Source: an optimization exercise on an open RTL-to-GDS flow (aim: small area and a short achievable clock period). Production flows keep margins and buffers that such runs may drop. Where RTL was checked, it was by simulation tests only, not by an equivalence proof against the original.

==> 12-08 <==
## imem_boot_loader
module imem_boot_loader #(
  parameter int               ADDR_W   = 8,
  parameter int               DATA_W   = 16,
  parameter logic [DATA_W-1:0] NOP_WORD = 16'h0000,
  parameter logic [4:0]       HALT_OP  = 5'b00001
) (
  input  logic      clock,
  input  logic      reset,
  input  logic      load_valid,
  input  logic [DATA_W-1:0] load_data,
  input  logic      load_last,
  output logic              load_ready,
  input  logic [ADDR_W-1:0] i_addr,
  output logic [DATA_W-1:0] i_datain,
  output logic              start,
  output logic              enable,
  output logic              running,
  output logic              halted,
  output logic [ADDR_W:0]   word_count
);
==> module imem_boot_loader, before the edit <==
module imem_boot_loader #(
  parameter int               ADDR_W   = 8,
  parameter int               DATA_W   = 16,
  parameter logic [DATA_W-1:0] NOP_WORD = 16'h0000,
  parameter logic [4:0]       HALT_OP  = 5'b00001
) (
  input  logic      clock,
  input  logic      reset,
  input  logic      load_valid,
  input  logic [DATA_W-1:0] load_data,
  input  logic      load_last,
  output logic              load_ready,
  input  logic [ADDR_W-1:0] i_addr,
  output logic [DATA_W-1:0] i_datain,
  output logic              start,
  output logic              enable,
  output logic              running,
  output logic              halted,
  output logic [ADDR_W:0]   word_count
);
  localparam int DEPTH = 2 ** ADDR_W;
  logic              load_ready_q, start_q, enable_q, running_q, halted_q;
  logic [ADDR_W:0]   word_count_q;
  logic [ADDR_W-1:0] wr_ptr_q;
  logic xfer, boot_now, halt_seen;
  assign xfer     = load_valid & load_ready_q;
  assign boot_now = xfer & (load_last | (&wr_ptr_q));
  logic [DATA_W-1:0] ram_n [DEPTH];    
  logic [DATA_W-1:0] load_data_n;
  assign load_data_n = ~load_data;
  for (genvar r = 0; r < DEPTH; r++) begin : g_row
    logic              we, we_n;
    logic [DATA_W-1:0] word_q, word_d;
    assign we   = xfer & (wr_ptr_q == ADDR_W'(r));
    assign we_n = ~we;
    imem_hold_w u_hold (.d(load_data_n), .we(we), .q(word_q), .we_n(we_n), .y(word_d));
    always_ff @(posedge clock) word_q <= word_d;
    assign ram_n[r] = word_q;
  end
  logic [15:0]       lo_n, hi;
  logic [DATA_W-1:0] ram_rdata;
  for (genvar k = 0; k < 16; k++) begin : g_pre
    assign lo_n[k] = (i_addr[3:0] != 4'(k));
    assign hi[k]   = (i_addr[7:4] == 4'(k)) & running_q;
  end
  logic [DATA_W-1:0] y1 [16][8];    
  logic [DATA_W-1:0] y2 [16][4];    
  logic [DATA_W-1:0] y3 [16];       
  logic [DATA_W-1:0] y4 [8];        
  logic [DATA_W-1:0] y5 [4];        
  logic [DATA_W-1:0] y6 [2];        
  for (genvar g = 0; g < 16; g++) begin : g_grp
    for (genvar j = 0; j < 8; j++) begin : g_l1
      imem_oai22_w u_l1 (.a0(ram_n[16*g+2*j]), .s0(lo_n[2*j]), .a1(ram_n[16*g+2*j+1]), .s1(lo_n[2*j+1]), .y(y1[g][j]));
    end
    for (genvar m = 0; m < 4; m++) begin : g_l2
      imem_oai21_w u_l2 (.a0(y1[g][2*m]), .a1(y1[g][2*m+1]), .s(hi[g]), .y(y2[g][m]));
    end
    imem_nand4_w u_l3 (.a(y2[g][0]), .b(y2[g][1]), .c(y2[g][2]), .d(y2[g][3]), .y(y3[g]));
  end
  for (genvar t = 0; t < 8; t++) begin : g_l4
    imem_nor2_w u_l4 (.a(y3[2*t]), .b(y3[2*t+1]), .y(y4[t]));
  end
  for (genvar t = 0; t < 4; t++) begin : g_l5
    imem_nand2_w u_l5 (.a(y4[2*t]), .b(y4[2*t+1]), .y(y5[t]));
  end
  for (genvar t = 0; t < 2; t++) begin : g_l6
    imem_nor2_w u_l6 (.a(y5[2*t]), .b(y5[2*t+1]), .y(y6[t]));
  end
  imem_nand2_w u_l7 (.a(y6[0]), .b(y6[1]), .y(ram_rdata));
  assign i_datain  = ram_rdata;
  assign halt_seen = (ram_rdata[DATA_W-1 -: 5] == HALT_OP);
  always_ff @(posedge clock or negedge reset) begin
    if (!reset) begin
      load_ready_q <= 1'b1;
      start_q      <= 1'b0;
      enable_q     <= 1'b0;
      running_q    <= 1'b0;
      halted_q     <= 1'b0;
      word_count_q <= '0;
      wr_ptr_q     <= '0;
    end else begin
      if (xfer) begin
        wr_ptr_q <= boot_now ? '0 : wr_ptr_q + 1'b1;
        word_count_q <= {1'b0, wr_ptr_q} + 1'b1;
      end
      if (boot_now) begin
        load_ready_q <= 1'b0;
        start_q      <= 1'b1;
        enable_q     <= 1'b1;
        halted_q     <= 1'b0;
      end else if (xfer) begin
        halted_q     <= 1'b0;
        enable_q     <= 1'b0;
      end
      if (start_q) begin
        start_q   <= 1'b0;
        running_q <= 1'b1;
      end
      if (running_q & halt_seen) begin
        running_q    <= 1'b0;
        halted_q     <= 1'b1;
        load_ready_q <= 1'b1;
      end
    end
  end
  assign load_ready = load_ready_q;
  assign start      = start_q;
  assign enable     = enable_q;
  assign running    = running_q;
  assign halted     = halted_q;
  assign word_count = word_count_q;
endmodule
==> module imem_oai22, before the edit <==
module imem_oai22 (
  input  logic a0, a1, s0, s1,
  output logic y
);
  assign y = ~((a0 | s0) & (a1 | s1));
endmodule
==> module imem_nand4, before the edit <==
module imem_nand4 (
  input  logic a, b, c, d,
  output logic y
);
  assign y = ~(a & b & c & d);
endmodule
==> module imem_nor4, before the edit <==
module imem_nor4 (
  input  logic a, b, c, d,
  output logic y
);
  assign y = ~(a | b | c | d);
endmodule
==> module imem_oai21, before the edit <==
module imem_oai21 (
  input  logic a0, a1, s,
  output logic y
);
  assign y = ~((a0 | a1) & s);
endmodule
==> module imem_nor2, before the edit <==
module imem_nor2 (
  input  logic a, b,
  output logic y
);
  assign y = ~(a | b);
endmodule
==> module imem_nand2, before the edit <==
module imem_nand2 (
  input  logic a, b,
  output logic y
);
  assign y = ~(a & b);
endmodule
==> module imem_hold, before the edit <==
module imem_hold (
  input  logic d, q, we, we_n,
  output logic y
);
  assign y = (d & we) | (q & we_n);
endmodule
==> module imem_oai22_w, before the edit <==
module imem_oai22_w (
  input  logic [15:0] a0, a1,
  input  logic        s0, s1,
  output logic [15:0] y
);
  for (genvar i = 0; i < 16; i++) begin : g_bit
    imem_oai22 u (.a0(a0[i]), .a1(a1[i]), .s0(s0), .s1(s1), .y(y[i]));
  end
endmodule
==> module imem_nand4_w, before the edit <==
module imem_nand4_w (
  input  logic [15:0] a, b, c, d,
  output logic [15:0] y
);
  for (genvar i = 0; i < 16; i++) begin : g_bit
    imem_nand4 u (.a(a[i]), .b(b[i]), .c(c[i]), .d(d[i]), .y(y[i]));
  end
endmodule
==> module imem_nor4_w, before the edit <==
module imem_nor4_w (
  input  logic [15:0] a, b, c, d,
  output logic [15:0] y
);
  for (genvar i = 0; i < 16; i++) begin : g_bit
    imem_nor4 u (.a(a[i]), .b(b[i]), .c(c[i]), .d(d[i]), .y(y[i]));
  end
endmodule
==> module imem_oai21_w, before the edit <==
module imem_oai21_w (
  input  logic [15:0] a0, a1,
  input  logic        s,
  output logic [15:0] y
);
  for (genvar i = 0; i < 16; i++) begin : g_bit
    imem_oai21 u (.a0(a0[i]), .a1(a1[i]), .s(s), .y(y[i]));
  end
endmodule
==> module imem_hold_w, before the edit <==
module imem_hold_w (
  input  logic [15:0] d, q,
  input  logic        we, we_n,
  output logic [15:0] y
);
  for (genvar i = 0; i < 16; i++) begin : g_bit
    imem_hold u (.d(d[i]), .q(q[i]), .we(we), .we_n(we_n), .y(y[i]));
  end
endmodule
==> module imem_nor2_w, before the edit <==
module imem_nor2_w (
  input  logic [15:0] a, b,
  output logic [15:0] y
);
  for (genvar i = 0; i < 16; i++) begin : g_bit
    imem_nor2 u (.a(a[i]), .b(b[i]), .y(y[i]));
  end
endmodule
==> module imem_nand2_w, before the edit <==
module imem_nand2_w (
  input  logic [15:0] a, b,
  output logic [15:0] y
);
  for (genvar i = 0; i < 16; i++) begin : g_bit
    imem_nand2 u (.a(a[i]), .b(b[i]), .y(y[i]));
  end
endmodule
==> flow/config.mk <==
export PLATFORM = sky130hd
export DESIGN_NAME = imem_boot_loader
export DESIGN_NICKNAME = imem_boot_loader
export VERILOG_FILES = /design/flow/design.v
export SDC_FILE = /design/flow/constraint.sdc
export NUM_CORES = 4
export LEC_CHECK = 0
export CAP_MARGIN = 20
export CORE_MARGIN = 2
export CORE_UTILIZATION = 62
export CTS_BUF_LIST = sky130_fd_sc_hd__clkbuf_8
export CTS_CLUSTER_DIAMETER = 60
export CTS_CLUSTER_SIZE = 12
export PLACE_DENSITY = 0.72
export SETUP_SLACK_MARGIN = 2.5
export SLEW_MARGIN = 20
export SYNTH_HIERARCHICAL = 1
==> flow/constraint.sdc <==
create_clock -name core_clock -period 7.0 [get_ports {clock}]
set_input_delay 1.4000 -clock core_clock [delete_from_list [all_inputs] [get_ports {clock}]]
set_output_delay 1.4000 -clock core_clock [all_outputs]
set_load 0.01 [all_outputs]
run.sh (not shown) runs the stock make flow with config.mk's settings and CLKGATE_MAP_FILE= SYNTH_SCRIPT=/design/flow/synth_recipe.tcl, a recipe that flattens the netlist after the stock synthesis.
==> inputs of 05-04, as changes to 12-08 <==
--- a/flow/design.v
+++ b/flow/design.v
@@ -37,11 +37,14 @@
     always_ff @(posedge clock) word_q <= word_d;
     assign ram_n[r] = word_q;
   end
-  logic [15:0]       lo_n, hi;
+  logic [15:0]       hi;
   logic [DATA_W-1:0] ram_rdata;
+  logic [15:0] lo_nq [16];
+  for (genvar c = 0; c < 16; c++) begin : g_lodec
+    imem_dec4_n u_dec (.a(i_addr[3:0]), .y_n(lo_nq[c]));
+  end
   for (genvar k = 0; k < 16; k++) begin : g_pre
-    assign lo_n[k] = (i_addr[3:0] != 4'(k));
-    assign hi[k]   = (i_addr[7:4] == 4'(k)) & running_q;
+    assign hi[k] = (i_addr[7:4] == 4'(k)) & running_q;
   end
   logic [DATA_W-1:0] y1 [16][8];    
   logic [DATA_W-1:0] y2 [16][4];    
@@ -51,7 +54,7 @@
   logic [DATA_W-1:0] y6 [2];        
   for (genvar g = 0; g < 16; g++) begin : g_grp
     for (genvar j = 0; j < 8; j++) begin : g_l1
-      imem_oai22_w u_l1 (.a0(ram_n[16*g+2*j]), .s0(lo_n[2*j]), .a1(ram_n[16*g+2*j+1]), .s1(lo_n[2*j+1]), .y(y1[g][j]));
+      imem_oai22_w u_l1 (.a0(ram_n[16*g+2*j]), .s0(lo_nq[g][2*j]), .a1(ram_n[16*g+2*j+1]), .s1(lo_nq[g][2*j+1]), .y(y1[g][j]));
     end
     for (genvar m = 0; m < 4; m++) begin : g_l2
       imem_oai21_w u_l2 (.a0(y1[g][2*m]), .a1(y1[g][2*m+1]), .s(hi[g]), .y(y2[g][m]));
@@ -135,6 +138,14 @@
 );
   assign y = ~((a0 | a1) & s);
 endmodule
+module imem_dec4_n (
+  input  logic [3:0]  a,
+  output logic [15:0] y_n
+);
+  for (genvar k = 0; k < 16; k++) begin : g_k
+    assign y_n[k] = (a != 4'(k));
+  end
+endmodule
 module imem_nor2 (
   input  logic a, b,
   output logic y
==> inputs of 10-19, as changes to 12-08 <==
==> flow/design.v (replaced) <==
module imem_boot_loader #(
  parameter int               ADDR_W   = 8,
  parameter int               DATA_W   = 16,
  parameter logic [DATA_W-1:0] NOP_WORD = 16'h0000,
  parameter logic [4:0]       HALT_OP  = 5'b00001
) (
  input  logic              clock,
  input  logic              reset,
  input  logic              load_valid,
  input  logic [DATA_W-1:0] load_data,
  input  logic              load_last,
  output logic              load_ready,
  input  logic [ADDR_W-1:0] i_addr,
  output logic [DATA_W-1:0] i_datain,
  output logic              start,
  output logic              enable,
  output logic              running,
  output logic              halted,
  output logic [ADDR_W:0]   word_count
);
  localparam int DEPTH = 2 ** ADDR_W;
  logic              load_ready_q, start_q, enable_q, running_q, halted_q;
  logic [ADDR_W:0]   word_count_q;
  logic [ADDR_W-1:0] wr_ptr_q;
  logic xfer, boot_now, halt_seen;
  assign xfer     = load_valid & load_ready_q;
  assign boot_now = xfer & (load_last | (&wr_ptr_q));
  logic [DATA_W-1:0] ram_q [DEPTH];
  logic [DEPTH-1:0]  wr_row;
  for (genvar r = 0; r < DEPTH; r++) begin : g_row
    assign wr_row[r] = xfer & (wr_ptr_q == ADDR_W'(r));
    always_ff @(posedge clock) begin
      if (wr_row[r]) ram_q[r] <= load_data;
    end
  end
  logic [15:0]       pre_lo, pre_hi;
  logic [DEPTH-1:0]  rd_row;
  logic [DATA_W-1:0] ram_rdata;
  for (genvar k = 0; k < 16; k++) begin : g_pre
    assign pre_lo[k] = (i_addr[3:0] == 4'(k));
    assign pre_hi[k] = (i_addr[7:4] == 4'(k)) & running_q;
  end
  logic [DATA_W-1:0] rd_term [DEPTH];
  for (genvar r = 0; r < DEPTH; r++) begin : g_rd
    assign rd_row[r]  = pre_hi[r / 16] & pre_lo[r % 16];
    assign rd_term[r] = ram_q[r] & {DATA_W{rd_row[r]}};
  end
  logic [DATA_W-1:0] or1 [128];
  logic [DATA_W-1:0] or2 [32];
  logic [DATA_W-1:0] or3 [8];
  logic [DATA_W-1:0] or4 [2];
  for (genvar j = 0; j < 128; j++) begin : g_or1
    assign or1[j] = rd_term[2*j] | rd_term[2*j+1];
  end
  for (genvar j = 0; j < 32; j++) begin : g_or2
    assign or2[j] = or1[4*j] | or1[4*j+1] | or1[4*j+2] | or1[4*j+3];
  end
  for (genvar j = 0; j < 8; j++) begin : g_or3
    assign or3[j] = or2[4*j] | or2[4*j+1] | or2[4*j+2] | or2[4*j+3];
  end
  for (genvar j = 0; j < 2; j++) begin : g_or4
    assign or4[j] = or3[4*j] | or3[4*j+1] | or3[4*j+2] | or3[4*j+3];
  end
  assign ram_rdata = or4[0] | or4[1];
  assign i_datain  = ram_rdata;
  assign halt_seen = (ram_rdata[DATA_W-1 -: 5] == HALT_OP);
  always_ff @(posedge clock or negedge reset) begin
    if (!reset) begin
      load_ready_q <= 1'b1;
      start_q      <= 1'b0;
      enable_q     <= 1'b0;
      running_q    <= 1'b0;
      halted_q     <= 1'b0;
      word_count_q <= '0;
      wr_ptr_q     <= '0;
    end else begin
      if (xfer) begin
        wr_ptr_q <= boot_now ? '0 : wr_ptr_q + 1'b1;
        word_count_q <= {1'b0, wr_ptr_q} + 1'b1;
      end
      if (boot_now) begin
        load_ready_q <= 1'b0;
        start_q      <= 1'b1;
        enable_q     <= 1'b1;
        halted_q     <= 1'b0;
      end else if (xfer) begin
        halted_q     <= 1'b0;
        enable_q     <= 1'b0;
      end
      if (start_q) begin
        start_q   <= 1'b0;
        running_q <= 1'b1;
      end
      if (running_q & halt_seen) begin
        running_q    <= 1'b0;
        halted_q     <= 1'b1;
        load_ready_q <= 1'b1;
      end
    end
  end
  assign load_ready = load_ready_q;
  assign start      = start_q;
  assign enable     = enable_q;
  assign running    = running_q;
  assign halted     = halted_q;
  assign word_count = word_count_q;
endmodule
- CORE_UTILIZATION: 62 -> 65
- CTS_BUF_LIST: sky130_fd_sc_hd__clkbuf_8 -> not set
- CTS_CLUSTER_DIAMETER: 60 -> not set
- CTS_CLUSTER_SIZE: 12 -> not set
- PLACE_DENSITY: 0.72 -> 0.75
- SETUP_SLACK_MARGIN: 2.5 -> 0.5
- SYNTH_HIERARCHICAL: 1 -> not set
==> summary.md <==
| Metric | Value |
|---|---|
| RSZ-0062 raised after global routing | yes |
| DIE HEIGHT | 488.0 um |
| Status | complete, no violations |
| Critical path peak fanout | 21 |
| Slew at the pin closest to its max-slew limit | 1.337 ns |
| Non-clock inverter count in the final layout | 255 |
The numbers above come from 05-04.

==> summary.md <==
| Metric | Value |
|---|---|
| Ys async rst share | 0.5342% |
| Total number of placement rows | 177 |
| Halt point of the flow | global routing (5_1_grt) |
| Maximum clock path buffer count | 4 |
| Post-synthesis net count | 8,624 |
| Number of flops mapped to enable cells by yosys | 4,096 |
| Tool Error | [ERROR GRT-0116] Global routing finished with congestion. Check the congestion regions in the DRC Viewer. |
| DIE HEIGHT | 488.6 um |
| Combined global-route utilization of all metal layers | 97.13% |
| Sum of overflow across all layers after global routing | 7,832 |
| Status | did not finish |
The numbers above come from 10-19.

==> summary.md <==
| Metric | Value |
|---|---|
| DIE HEIGHT | 483.2 um |
| Multi-input logic area | 0.06123 mm^2 |
| Critical path peak fanout | 8 |
| Non-clock inverter count in the final layout | 235 |
| RSZ-0062 raised after global routing | yes |
| Status | complete, no violations |
| Number of flops mapped to enable cells by yosys | 0 |
The numbers above come from 12-08.

The RTL of 10-19 was laid out without a check of its function.

re-timing with driven ports:
The flow's constraints put no driver on any port. The routed layouts listed below were extracted and timed again, unchanged, in two steps.
Step 1 assumes that a clkbuf_16 drives the clock port and a buf_2 every other input.
Step 2 times the ports against the registers' clock, not the clock port: input delays grow and output delays shrink by t, the midpoint of the rising clock arrivals with the driver on.
Three values: ideal, step 1, step 2; two values: the first two.
| run | t, ns | setup slack, ns | hold WS [ns] |
|---|---|---|---|
| 12-08 | 1.250 | 1.239 / 1.187 / 1.187 | 0.294 / 0.221 / 0.477 |
| 05-04 | 1.218 | 1.438 / 0.892 / 0.892 | 0.478 / 0.478 / 0.478 |
After both steps setup and hold are still met in every run listed. The setup slack of 05-04, which loses most, moves by -0.546 ns with the drivers and by -0.546 ns with both steps.
